What follows belongs to an exercise in optimizing a design on an open flow for small area, a short achievable clock period and few clock cycles per item; a production flow would make more cautious choices. The RTL was checked by simulation tests, not by an equivalence proof against the original design. Power figures rest on the tool's default switching activity, not on a simulated workload.

==> job 9526: inputs <==
==> flow/design.v <==
`timescale 1ns / 1ps
`default_nettype none
package pdq_pkg;
  localparam int NUM_QUEUES  = 4;
  localparam int QUEUE_DEPTH = 16;
  localparam int MODE_W = 2;
  localparam int QSEL_W = 2;
  localparam int KEY_W  = 16;
  localparam int TIME_W = 32;
  localparam int STAT_W = 2;
  localparam int OCC_W  = 5;
  localparam int PTR_W     = 4;
  localparam int CNT_W     = 5;
  localparam int MEM_DEPTH = NUM_QUEUES * QUEUE_DEPTH;
  localparam int ENTRY_W   = KEY_W + TIME_W;
  localparam int RES_W     = STAT_W + KEY_W + TIME_W + TIME_W + OCC_W;
  localparam logic [MODE_W-1:0] MODE_TAIL = 2'd0;
  localparam logic [MODE_W-1:0] MODE_HEAD = 2'd1;
  localparam logic [MODE_W-1:0] MODE_POP  = 2'd2;
  localparam logic [STAT_W-1:0] STATUS_DONE  = 2'd0;
  localparam logic [STAT_W-1:0] STATUS_FULL  = 2'd1;
  localparam logic [STAT_W-1:0] STATUS_EMPTY = 2'd2;
endpackage
`default_nettype wire
`timescale 1ns / 1ps
`default_nettype none
module pdq_ram #(
  parameter int WIDTH = 48,
  parameter int DEPTH = 64
) (
  input  wire logic             clk,
  input  wire logic [DEPTH-1:0] wsel,     
  input  wire logic [WIDTH-1:0] wdata,
  input  wire logic [DEPTH-1:0] rsel,     
  output logic      [WIDTH-1:0] rdata
);
  logic [WIDTH-1:0] row [DEPTH];
  logic [WIDTH-1:0] term [DEPTH];
  genvar i;
  generate
    for (i = 0; i < DEPTH; i++) begin : g_row
      always_ff @(posedge clk) begin
        if (wsel[i]) row[i] <= wdata;
      end
      assign term[i] = rsel[i] ? row[i] : '0;
    end
  endgenerate
  always_comb begin
    rdata = '0;
    for (int k = 0; k < DEPTH; k++) rdata = rdata | term[k];
  end
endmodule
`default_nettype wire
`timescale 1ns / 1ps
`default_nettype none
module pdq_ctrl
(
  input  wire logic                      clk,
  input  wire logic                      rst,
  input  wire logic                      dep,       
  input  wire logic [pdq_pkg::RES_W-1:0] res,
  input  wire logic                      out_ready,
  output logic                           out_valid,
  output logic [pdq_pkg::RES_W-1:0]      out_res,
  output logic                           adv        
);
  logic                      k_v;
  logic [pdq_pkg::RES_W-1:0] k_res;
  logic                      take;
  assign take = out_valid & out_ready;
  logic ov_next, kv_next;
  always_comb begin
    if (take) begin
      ov_next = k_v | dep;
      kv_next = k_v & dep;
    end else begin
      ov_next = out_valid | dep;
      kv_next = k_v | (out_valid & dep);
    end
  end
  always_ff @(posedge clk) begin
    if (rst) begin
      out_valid <= 1'b0;
      k_v       <= 1'b0;
      adv       <= 1'b1;
    end else begin
      out_valid <= ov_next;
      k_v       <= kv_next;
      adv       <= !(ov_next & kv_next);
    end
  end
  always_ff @(posedge clk) begin
    if (take || !out_valid) out_res <= k_v ? k_res : res;
  end
  always_ff @(posedge clk) begin
    if (take || !k_v) k_res <= res;
  end
endmodule
`default_nettype wire
`timescale 1ns / 1ps
`default_nettype none
module pdq_dp
(
  input  wire logic                          clk,
  input  wire logic                          rst,
  input  wire logic                          adv,
  input  wire logic                          in_valid,
  input  wire logic [pdq_pkg::MODE_W-1:0]    mode,
  input  wire logic [pdq_pkg::QSEL_W-1:0]    queue_select,
  input  wire logic [pdq_pkg::KEY_W-1:0]     user_key,
  input  wire logic [pdq_pkg::TIME_W-1:0]    current_time,
  output logic                               dep,
  output logic [pdq_pkg::RES_W-1:0]          res
);
  localparam int NQ = pdq_pkg::NUM_QUEUES;
  localparam int QD = pdq_pkg::QUEUE_DEPTH;
  localparam int TW = pdq_pkg::TIME_W;
  localparam int KW = pdq_pkg::KEY_W;
  localparam int EW = pdq_pkg::ENTRY_W;
  logic [3:0] head  [NQ];
  logic [3:0] tail  [NQ];
  logic [4:0] count [NQ];
  logic [NQ-1:0] qsel;
  logic [NQ-1:0] full_q, empty_q, push_q, pop_q;
  logic          is_push, is_pop, full, empty, do_push, do_pop;
  logic [4:0]    cnt_nx_q [NQ];
  logic [4:0]    cnt_nx;
  logic [1:0]    st;
  assign is_push = !mode[1];
  assign is_pop  = (mode == pdq_pkg::MODE_POP);
  always_comb begin
    for (int j = 0; j < NQ; j++) begin
      qsel[j]     = (queue_select == j);
      full_q[j]   = count[j][4];
      empty_q[j]  = (count[j] == 5'd0);
      push_q[j]   = in_valid & qsel[j] & is_push & !full_q[j];
      pop_q[j]    = in_valid & qsel[j] & is_pop & !empty_q[j];
      cnt_nx_q[j] = is_push ? (full_q[j] ? count[j] : count[j] + 5'd1)
                            : (is_pop && !empty_q[j]) ? count[j] - 5'd1 : count[j];
    end
  end
  assign full    = full_q[queue_select];
  assign empty   = empty_q[queue_select];
  assign do_push = |push_q;
  assign do_pop  = |pop_q;
  assign cnt_nx  = cnt_nx_q[queue_select];
  always_comb begin
    st = pdq_pkg::STATUS_DONE;
    if (is_push && full)  st = pdq_pkg::STATUS_FULL;
    if (is_pop  && empty) st = pdq_pkg::STATUS_EMPTY;
  end
  always_ff @(posedge clk) begin
    if (rst) begin
      for (int j = 0; j < NQ; j++) begin
        head[j]  <= '0;
        tail[j]  <= '0;
        count[j] <= '0;
      end
    end else if (adv) begin
      for (int j = 0; j < NQ; j++) begin
        if (push_q[j] || pop_q[j]) count[j] <= cnt_nx_q[j];
        if (push_q[j] && mode[0])  head[j] <= head[j] - 4'd1;
        if (pop_q[j])              head[j] <= head[j] + 4'd1;
        if (push_q[j] && !mode[0]) tail[j] <= tail[j] + 4'd1;
      end
    end
  end
  logic [QD-1:0]    hdec [NQ];
  logic [QD-1:0]    tdec [NQ];
  logic [NQ*QD-1:0] rsel;
  logic [NQ*QD-1:0] wsel;
  always_comb begin
    for (int j = 0; j < NQ; j++)
      for (int i = 0; i < QD; i++) begin
        hdec[j][i] = (head[j] == i);
        tdec[j][i] = (tail[j] == i);
      end
    for (int j = 0; j < NQ; j++)
      for (int i = 0; i < QD; i++) begin
        rsel[j*QD+i] = hdec[j][i];
        wsel[j*QD+i] = adv & push_q[j] & (mode[0] ? hdec[j][(i+1)%QD] : tdec[j][i]);
      end
  end
  logic             a_v;
  logic [1:0]       a_q;
  logic             a_pop;
  logic [1:0]       a_st;
  logic [4:0]       a_occ;
  logic [TW-1:0]    a_time;
  logic [NQ*QD-1:0] a_rsel;
  always_ff @(posedge clk) begin
    if (rst)      a_v <= 1'b0;
    else if (adv) a_v <= in_valid;
  end
  always_ff @(posedge clk) begin
    if (adv) begin
      a_q    <= queue_select;
      a_pop  <= do_pop;
      a_st   <= st;
      a_occ  <= cnt_nx;
      a_time <= current_time;
      for (int j = 0; j < NQ; j++)
        for (int i = 0; i < QD; i++)
          a_rsel[j*QD+i] <= pop_q[j] & rsel[j*QD+i];
    end
  end
  logic [EW-1:0] rd_entry;
  pdq_ram #(
    .WIDTH (EW),
    .DEPTH (NQ*QD)
  ) u_ram (
    .clk   (clk),
    .wsel  (wsel),
    .wdata ({user_key, current_time}),
    .rsel  (a_rsel),
    .rdata (rd_entry)
  );
  logic          b_v;
  logic [1:0]    b_q;
  logic          b_pop;
  logic [1:0]    b_st;
  logic [4:0]    b_occ;
  logic [TW-1:0] b_time;
  logic [KW-1:0] b_key;
  logic [TW-1:0] b_stamp;
  always_ff @(posedge clk) begin
    if (rst)      b_v <= 1'b0;
    else if (adv) b_v <= a_v;
  end
  always_ff @(posedge clk) begin
    if (adv) begin
      b_q     <= a_q;
      b_pop   <= a_pop;
      b_st    <= a_st;
      b_occ   <= a_occ;
      b_time  <= a_time;
      b_key   <= rd_entry[EW-1:TW];
      b_stamp <= rd_entry[TW-1:0];
    end
  end
  logic [TW-1:0] w;
  pdq_sub u_sub (
    .a   (b_time),
    .b   (b_stamp),
    .d   (w)
  );
  logic          c_v;
  logic [1:0]    c_q;
  logic [1:0]    c_st;
  logic [4:0]    c_occ;
  logic [KW-1:0] c_key;
  logic [TW-1:0] c_w;
  logic [TW-1:0] c_lg;       
  logic [TW-1:0] longest [NQ];
  logic [TW-1:0] lg_nx;
  always_ff @(posedge clk) begin
    if (rst)      c_v <= 1'b0;
    else if (adv) c_v <= b_v;
  end
  always_ff @(posedge clk) begin
    if (adv) begin
      c_q   <= b_q;
      c_st  <= b_st;
      c_occ <= b_occ;
      c_key <= b_key;
      c_w   <= b_pop ? w : {TW{1'b0}};
      c_lg  <= (c_v && c_q == b_q) ? lg_nx : longest[b_q];
    end
  end
  logic gt;
  pdq_gt u_gt (
    .a  (c_w),
    .b  (c_lg),
    .gt (gt)
  );
  assign lg_nx = gt ? c_w : c_lg;
  always_ff @(posedge clk) begin
    if (rst) begin
      for (int j = 0; j < NQ; j++) longest[j] <= '0;
    end else if (adv && c_v) begin
      longest[c_q] <= lg_nx;
    end
  end
  assign dep = adv & c_v;
  assign res = {c_st, c_key, c_w, lg_nx, c_occ};
endmodule
module pdq_sub
(
  input  wire logic [31:0] a,
  input  wire logic [31:0] b,
  output logic      [31:0] d
);
  logic [32*6-1:0] g;
  logic [32*6-1:0] p;
  logic [31:0]     x;
  assign x        = a ^ ~b;
  assign g[31:0]  = {a[31:1] & ~b[31:1], a[0] | ~b[0]};
  assign p[31:0]  = {a[31:1] | ~b[31:1], 1'b0};
  genvar l, i;
  generate
    for (l = 0; l < 5; l++) begin : g_lvl
      for (i = 0; i < 32; i++) begin : g_bit
        if (((i >> l) & 1) == 1) begin : g_comb
          assign g[32*(l+1)+i] = g[32*l+i] | (p[32*l+i] & g[32*l+((i >> l) << l)-1]);
          assign p[32*(l+1)+i] = p[32*l+i] & p[32*l+((i >> l) << l)-1];
        end else begin : g_pass
          assign g[32*(l+1)+i] = g[32*l+i];
          assign p[32*(l+1)+i] = p[32*l+i];
        end
      end
    end
  endgenerate
  assign d = x ^ {g[32*5+30:32*5], 1'b1};
endmodule
module pdq_gt
(
  input  wire logic [31:0] a,
  input  wire logic [31:0] b,
  output logic             gt
);
  logic [31:0] g0, p0;
  logic [15:0] g1, p1;
  logic [7:0]  g2, p2;
  logic [3:0]  g3, p3;
  logic [1:0]  g4, p4;
  assign g0 = a & ~b;
  assign p0 = a | ~b;
  genvar k;
  generate
    for (k = 0; k < 16; k++) begin : g_l1
      assign g1[k] = g0[2*k+1] | (p0[2*k+1] & g0[2*k]);
      assign p1[k] = p0[2*k+1] & p0[2*k];
    end
    for (k = 0; k < 8; k++) begin : g_l2
      assign g2[k] = g1[2*k+1] | (p1[2*k+1] & g1[2*k]);
      assign p2[k] = p1[2*k+1] & p1[2*k];
    end
    for (k = 0; k < 4; k++) begin : g_l3
      assign g3[k] = g2[2*k+1] | (p2[2*k+1] & g2[2*k]);
      assign p3[k] = p2[2*k+1] & p2[2*k];
    end
    for (k = 0; k < 2; k++) begin : g_l4
      assign g4[k] = g3[2*k+1] | (p3[2*k+1] & g3[2*k]);
      assign p4[k] = p3[2*k+1] & p3[2*k];
    end
  endgenerate
  assign gt = g4[1] | (p4[1] & g4[0]);
endmodule
`default_nettype wire
`timescale 1ns / 1ps
`default_nettype none
module priority_deque_with_wait_tracking
(
  input  wire logic              clk,
  input  wire logic              rst,
  input  wire logic              in_valid,
  output logic                   in_ready,
  input  wire logic [pdq_pkg::MODE_W-1:0] mode,
  input  wire logic [pdq_pkg::QSEL_W-1:0] queue_select,
  input  wire logic [pdq_pkg::KEY_W-1:0]  user_key,
  input  wire logic [pdq_pkg::TIME_W-1:0] current_time,
  output logic                   out_valid,
  input  wire logic              out_ready,
  output logic [pdq_pkg::STAT_W-1:0]      status,
  output logic [pdq_pkg::KEY_W-1:0]       removed_key,
  output logic [pdq_pkg::TIME_W-1:0]      removed_wait,
  output logic [pdq_pkg::TIME_W-1:0]      max_wait,
  output logic [pdq_pkg::OCC_W-1:0]       occupancy
);
  logic                      adv;
  logic                      dep;
  logic [pdq_pkg::RES_W-1:0] res;
  logic [pdq_pkg::RES_W-1:0] out_res;
  assign in_ready = adv;
  pdq_dp u_dp (
    .clk          (clk),
    .rst          (rst),
    .adv          (adv),
    .in_valid     (in_valid),
    .mode         (mode),
    .queue_select (queue_select),
    .user_key     (user_key),
    .current_time (current_time),
    .dep          (dep),
    .res          (res)
  );
  pdq_ctrl u_ctrl (
    .clk       (clk),
    .rst       (rst),
    .dep       (dep),
    .res       (res),
    .out_ready (out_ready),
    .out_valid (out_valid),
    .out_res   (out_res),
    .adv       (adv)
  );
  assign {status, removed_key, removed_wait, max_wait, occupancy} = out_res;
endmodule
`default_nettype wire
==> flow/run.sh <==
#!/bin/bash
# synth_recipe.tcl (not shown) runs the flow's synth.tcl, then flattens the netlist and writes it again
# the make line also repeats each setting of config.mk as NAME=value (left out here)
make -C /OpenROAD-flow-scripts/flow DESIGN_CONFIG=/design/flow/config.mk WORK_HOME=/design/flow/orfs CLKGATE_MAP_FILE= SYNTH_SCRIPT=/design/flow/synth_recipe.tcl finish
==> flow/config.mk <==
export PLATFORM = sky130hd
export DESIGN_NAME = priority_deque_with_wait_tracking
export DESIGN_NICKNAME = priority_deque_with_wait_tracking
export VERILOG_FILES = /design/flow/design.v
export SDC_FILE = /design/flow/constraint.sdc
export NUM_CORES = 4
export LEC_CHECK = 0
export CAP_MARGIN = 20
export CORE_MARGIN = 2
export CORE_UTILIZATION = 40
export CTS_CLUSTER_DIAMETER = 90
export CTS_CLUSTER_SIZE = 20
export SETUP_SLACK_MARGIN = 4.4
export SLEW_MARGIN = 20
export TNS_END_PERCENT = 5
==> flow/constraint.sdc <==
create_clock -name core_clock -period 8.0 [get_ports {clk}]
set_input_delay 1.6000 -clock core_clock [delete_from_list [all_inputs] [get_ports {clk}]]
set_output_delay 1.6000 -clock core_clock [all_outputs]
set_load 0.01 [all_outputs]
==> inputs of job 1101, as changes to job 9526 <==
==> flow/design.v, changed modules only <==
module pdq_ram #(
  parameter int WIDTH = 48,
  parameter int NQ    = 4,
  parameter int QD    = 16
) (
  input  wire logic                clk,
  input  wire logic [NQ*QD-1:0]    wsel,     
  input  wire logic [WIDTH-1:0]    wdata,
  input  wire logic [NQ*QD-1:0]    rsel,     
  output logic      [NQ*WIDTH-1:0] rdata     
);
  logic [WIDTH-1:0] row [NQ*QD];
  logic [WIDTH-1:0] term [NQ*QD];
  genvar i;
  generate
    for (i = 0; i < NQ*QD; i++) begin : g_row
      always_ff @(posedge clk) begin
        if (wsel[i]) row[i] <= wdata;
      end
      assign term[i] = rsel[i] ? row[i] : '0;
    end
  endgenerate
  always_comb begin
    rdata = '0;
    for (int j = 0; j < NQ; j++)
      for (int k = 0; k < QD; k++)
        rdata[j*WIDTH +: WIDTH] = rdata[j*WIDTH +: WIDTH] | term[j*QD+k];
  end
endmodule
module pdq_ctrl
(
  input  wire logic                      clk,
  input  wire logic                      rst,
  input  wire logic                      dep,       
  input  wire logic [pdq_pkg::RES_W-1:0] res,
  input  wire logic                      out_ready,
  output logic                           out_valid,
  output logic [pdq_pkg::RES_W-1:0]      out_res,
  output logic                           adv,       
  output logic                           in_ready   
);
  logic full_q;
  assign in_ready = !full_q;
  logic                      k_v;
  logic [pdq_pkg::RES_W-1:0] k_res;
  logic                      take;
  assign take = out_valid & out_ready;
  logic ov_next, kv_next;
  always_comb begin
    if (take) begin
      ov_next = k_v | dep;
      kv_next = k_v & dep;
    end else begin
      ov_next = out_valid | dep;
      kv_next = k_v | (out_valid & dep);
    end
  end
  always_ff @(posedge clk) begin
    if (rst) begin
      out_valid <= 1'b0;
      k_v       <= 1'b0;
      adv       <= 1'b1;
      full_q    <= 1'b0;
    end else begin
      out_valid <= ov_next;
      k_v       <= kv_next;
      adv       <= !(ov_next & kv_next);
      full_q    <= ov_next & kv_next;
    end
  end
  always_ff @(posedge clk) begin
    if (take || !out_valid) out_res <= k_v ? k_res : res;
  end
  always_ff @(posedge clk) begin
    if (take || !k_v) k_res <= res;
  end
endmodule
module pdq_dp
(
  input  wire logic                          clk,
  input  wire logic                          rst,
  input  wire logic                          adv,
  input  wire logic                          in_valid,
  input  wire logic [pdq_pkg::MODE_W-1:0]    mode,
  input  wire logic [pdq_pkg::QSEL_W-1:0]    queue_select,
  input  wire logic [pdq_pkg::KEY_W-1:0]     user_key,
  input  wire logic [pdq_pkg::TIME_W-1:0]    current_time,
  output logic                               dep,
  output logic [pdq_pkg::RES_W-1:0]          res
);
  localparam int NQ = pdq_pkg::NUM_QUEUES;
  localparam int QD = pdq_pkg::QUEUE_DEPTH;
  localparam int TW = pdq_pkg::TIME_W;
  localparam int KW = pdq_pkg::KEY_W;
  localparam int EW = pdq_pkg::ENTRY_W;
  logic [3:0] head  [NQ];
  logic [3:0] tail  [NQ];
  logic [4:0] count [NQ];
  logic [NQ-1:0] qsel;
  logic [NQ-1:0] full_q, empty_q, push_q, pop_q;
  logic          is_push, is_pop, full, empty, do_push, do_pop;
  logic [4:0]    cnt_nx_q [NQ];
  logic [4:0]    cnt_nx;
  logic [1:0]    st;
  assign is_push = !mode[1];
  assign is_pop  = (mode == pdq_pkg::MODE_POP);
  always_comb begin
    for (int j = 0; j < NQ; j++) begin
      qsel[j]     = (queue_select == j);
      full_q[j]   = count[j][4];
      empty_q[j]  = (count[j] == 5'd0);
      push_q[j]   = in_valid & qsel[j] & is_push & !full_q[j];
      pop_q[j]    = in_valid & qsel[j] & is_pop & !empty_q[j];
      cnt_nx_q[j] = is_push ? (full_q[j] ? count[j] : count[j] + 5'd1)
                            : (is_pop && !empty_q[j]) ? count[j] - 5'd1 : count[j];
    end
  end
  assign full    = full_q[queue_select];
  assign empty   = empty_q[queue_select];
  assign do_push = |push_q;
  assign do_pop  = |pop_q;
  assign cnt_nx  = cnt_nx_q[queue_select];
  always_comb begin
    st = pdq_pkg::STATUS_DONE;
    if (is_push && full)  st = pdq_pkg::STATUS_FULL;
    if (is_pop  && empty) st = pdq_pkg::STATUS_EMPTY;
  end
  always_ff @(posedge clk) begin
    if (rst) begin
      for (int j = 0; j < NQ; j++) begin
        head[j]  <= '0;
        tail[j]  <= '0;
        count[j] <= '0;
      end
    end else if (adv) begin
      for (int j = 0; j < NQ; j++) begin
        if (push_q[j] || pop_q[j]) count[j] <= cnt_nx_q[j];
        if (push_q[j] && mode[0])  head[j] <= head[j] - 4'd1;
        if (pop_q[j])              head[j] <= head[j] + 4'd1;
        if (push_q[j] && !mode[0]) tail[j] <= tail[j] + 4'd1;
      end
    end
  end
  logic [QD-1:0]    hdec [NQ];
  logic [QD-1:0]    tdec [NQ];
  logic [NQ*QD-1:0] rsel;
  logic [NQ*QD-1:0] wsel;
  always_comb begin
    for (int j = 0; j < NQ; j++)
      for (int i = 0; i < QD; i++) begin
        hdec[j][i] = (head[j] == i);
        tdec[j][i] = (tail[j] == i);
      end
    for (int j = 0; j < NQ; j++)
      for (int i = 0; i < QD; i++) begin
        rsel[j*QD+i] = hdec[j][i];
        wsel[j*QD+i] = adv & push_q[j] & (mode[0] ? hdec[j][(i+1)%QD] : tdec[j][i]);
      end
  end
  logic [NQ*EW-1:0] rd_q;
  logic [EW-1:0]    rd_entry;
  pdq_ram #(
    .WIDTH (EW),
    .NQ    (NQ),
    .QD    (QD)
  ) u_ram (
    .clk   (clk),
    .wsel  (wsel),
    .wdata ({user_key, current_time}),
    .rsel  (rsel),
    .rdata (rd_q)
  );
  assign rd_entry = rd_q[queue_select*EW +: EW];
  logic          b_v;
  logic [1:0]    b_q;
  logic          b_pop;
  logic [1:0]    b_st;
  logic [4:0]    b_occ;
  logic [TW-1:0] b_time;
  logic [KW-1:0] b_key;
  logic [TW-1:0] b_stamp;
  always_ff @(posedge clk) begin
    if (rst)      b_v <= 1'b0;
    else if (adv) b_v <= in_valid;
  end
  always_ff @(posedge clk) begin
    if (adv) begin
      b_q     <= queue_select;
      b_pop   <= do_pop;
      b_st    <= st;
      b_occ   <= cnt_nx;
      b_time  <= current_time;
      b_key   <= rd_entry[EW-1:TW];
      b_stamp <= rd_entry[TW-1:0];
    end
  end
  logic [TW-1:0] w;
  pdq_sub u_sub (
    .a   (b_time),
    .b   (b_stamp),
    .d   (w)
  );
  logic          c_v;
  logic [1:0]    c_q;
  logic [1:0]    c_st;
  logic [4:0]    c_occ;
  logic [KW-1:0] c_key;
  logic [TW-1:0] c_w;
  logic [TW-1:0] c_lg;       
  logic [TW-1:0] longest [NQ];
  logic [TW-1:0] lg_nx;
  always_ff @(posedge clk) begin
    if (rst)      c_v <= 1'b0;
    else if (adv) c_v <= b_v;
  end
  always_ff @(posedge clk) begin
    if (adv) begin
      c_q   <= b_q;
      c_st  <= b_st;
      c_occ <= b_occ;
      c_key <= b_pop ? b_key : {KW{1'b0}};
      c_w   <= b_pop ? w : {TW{1'b0}};
      c_lg  <= (c_v && c_q == b_q) ? lg_nx : longest[b_q];
    end
  end
  logic gt;
  pdq_gt u_gt (
    .a  (c_w),
    .b  (c_lg),
    .gt (gt)
  );
  assign lg_nx = gt ? c_w : c_lg;
  always_ff @(posedge clk) begin
    if (rst) begin
      for (int j = 0; j < NQ; j++) longest[j] <= '0;
    end else if (adv && c_v) begin
      longest[c_q] <= lg_nx;
    end
  end
  assign dep = adv & c_v;
  assign res = {c_st, c_key, c_w, lg_nx, c_occ};
endmodule
module priority_deque_with_wait_tracking
(
  input  wire logic              clk,
  input  wire logic              rst,
  input  wire logic              in_valid,
  output logic                   in_ready,
  input  wire logic [pdq_pkg::MODE_W-1:0] mode,
  input  wire logic [pdq_pkg::QSEL_W-1:0] queue_select,
  input  wire logic [pdq_pkg::KEY_W-1:0]  user_key,
  input  wire logic [pdq_pkg::TIME_W-1:0] current_time,
  output logic                   out_valid,
  input  wire logic              out_ready,
  output logic [pdq_pkg::STAT_W-1:0]      status,
  output logic [pdq_pkg::KEY_W-1:0]       removed_key,
  output logic [pdq_pkg::TIME_W-1:0]      removed_wait,
  output logic [pdq_pkg::TIME_W-1:0]      max_wait,
  output logic [pdq_pkg::OCC_W-1:0]       occupancy
);
  logic                      adv;
  logic                      dep;
  logic [pdq_pkg::RES_W-1:0] res;
  logic [pdq_pkg::RES_W-1:0] out_res;
  pdq_dp u_dp (
    .clk          (clk),
    .rst          (rst),
    .adv          (adv),
    .in_valid     (in_valid),
    .mode         (mode),
    .queue_select (queue_select),
    .user_key     (user_key),
    .current_time (current_time),
    .dep          (dep),
    .res          (res)
  );
  pdq_ctrl u_ctrl (
    .clk       (clk),
    .rst       (rst),
    .dep       (dep),
    .res       (res),
    .out_ready (out_ready),
    .out_valid (out_valid),
    .out_res   (out_res),
    .adv       (adv),
    .in_ready  (in_ready)
  );
  assign {status, removed_key, removed_wait, max_wait, occupancy} = out_res;
endmodule
- SETUP_SLACK_MARGIN: 4.4 -> 4.7
- TNS_END_PERCENT: 5 -> 10
==> notes <==
In job 1101 the setup slack is higher than in job 9526, by 0.39 ns. Of job 1101 and job 9526, job 9526 has the higher global-route usage (gap 7.5 points). Synthesized cell count: job 9526 is higher than job 1101 (about 0.6%). First-iteration DRC count: job 9526 is higher than job 1101 (about 54%). Against job 1101, the flip-flop and latch count of job 9526 is higher by 106. Of job 1101 and job 9526, job 1101 has the higher fmax (gap 11%, measured against job 9526). Against job 1101, the design area of job 9526 is larger by about 0.36%. Between job 9526 and job 1101, the lower combinational power is in job 9526 (gap 39%, measured against job 1101). Of job 1101 and job 9526, job 9526 has the higher synthesized area (gap about 1.6%, measured against job 9526).
==> figures <==
                                                                  job 9526      job 1101
Fraction of final layout cells sized beyond drive strength 1        0.1296        0.1602
Count of TritonRoute iterations in the first routing pass               11             6
Total power divided by cell area                              219.4 nW/µm²  217.3 nW/µm²
Syn nets                                                              7475          7431
Most frequent cell on the critical path                              buf_4        buf_12
Share of total power in the clock network                            0.333         0.322
Number of buffers and inverters on the critical path                     2             3
Global-route wire length before repair                            748.5 mm      593.8 mm
Pin count of the biggest net entering global routing                    80            88
Post-route setup slack                                            3.971 ns      4.360 ns
Total global routing track utilization                              0.3228        0.2477
Core region area                                                342400 µm²    336600 µm²
Clock-cell share of area                                           0.03737       0.03680
Sw Share                                                            0.2139        0.2177
Switching power of the nets                                       7.291 mW      7.322 mW
Met2 layer usage reported by global route                           0.4599        0.3852
Status                                            timing/DRC/antenna clean  timing/DRC/antenna clean
Total Power                                                       34.08 mW      33.63 mW
Clock skew                                                       0.1119 ns     0.1062 ns
Cell at the slowest stage of the critical path                       or4_1       nand4_1
Testbench counts of job 9526, summed over its fixed seeds: cycles 16,032, items 16,000.
Testbench counts of job 1101, summed over its fixed seeds: cycles 16,024, items 16,000.

[afterwards: timing with drivers on the ports]
Ports are ideal in the flow. The routed layouts listed here were re-timed in OpenROAD.
Step 1 assumes that a clkbuf_16 drives the clock port and a buf_2 every other input.
Step 2 times the ports against the registers' clock, not the clock port: input delays grow and output delays shrink by t, the midpoint of the rising clock arrivals with the driver on.
Slacks: no drivers / after step 1 / after step 2; pairs: no drivers / after step 1.
| run | t (ns) | setup slack, ns | worst register clock-pin slew, ns | pins driven straight from the clock port |
|---|---|---|---|---|
| job 9526 | 1.053 | 3.971 / 3.971 / 3.072 | 0.09 / 0.09 | 1 |
| job 1101 | 0.996 | 4.360 / 4.360 / 3.500 | 0.09 / 0.09 | 1 |
After both steps setup and hold are still met in every run listed. The setup slack of job 9526, which loses most, moves by 0.000 ns with the drivers and by -0.899 ns with both steps.
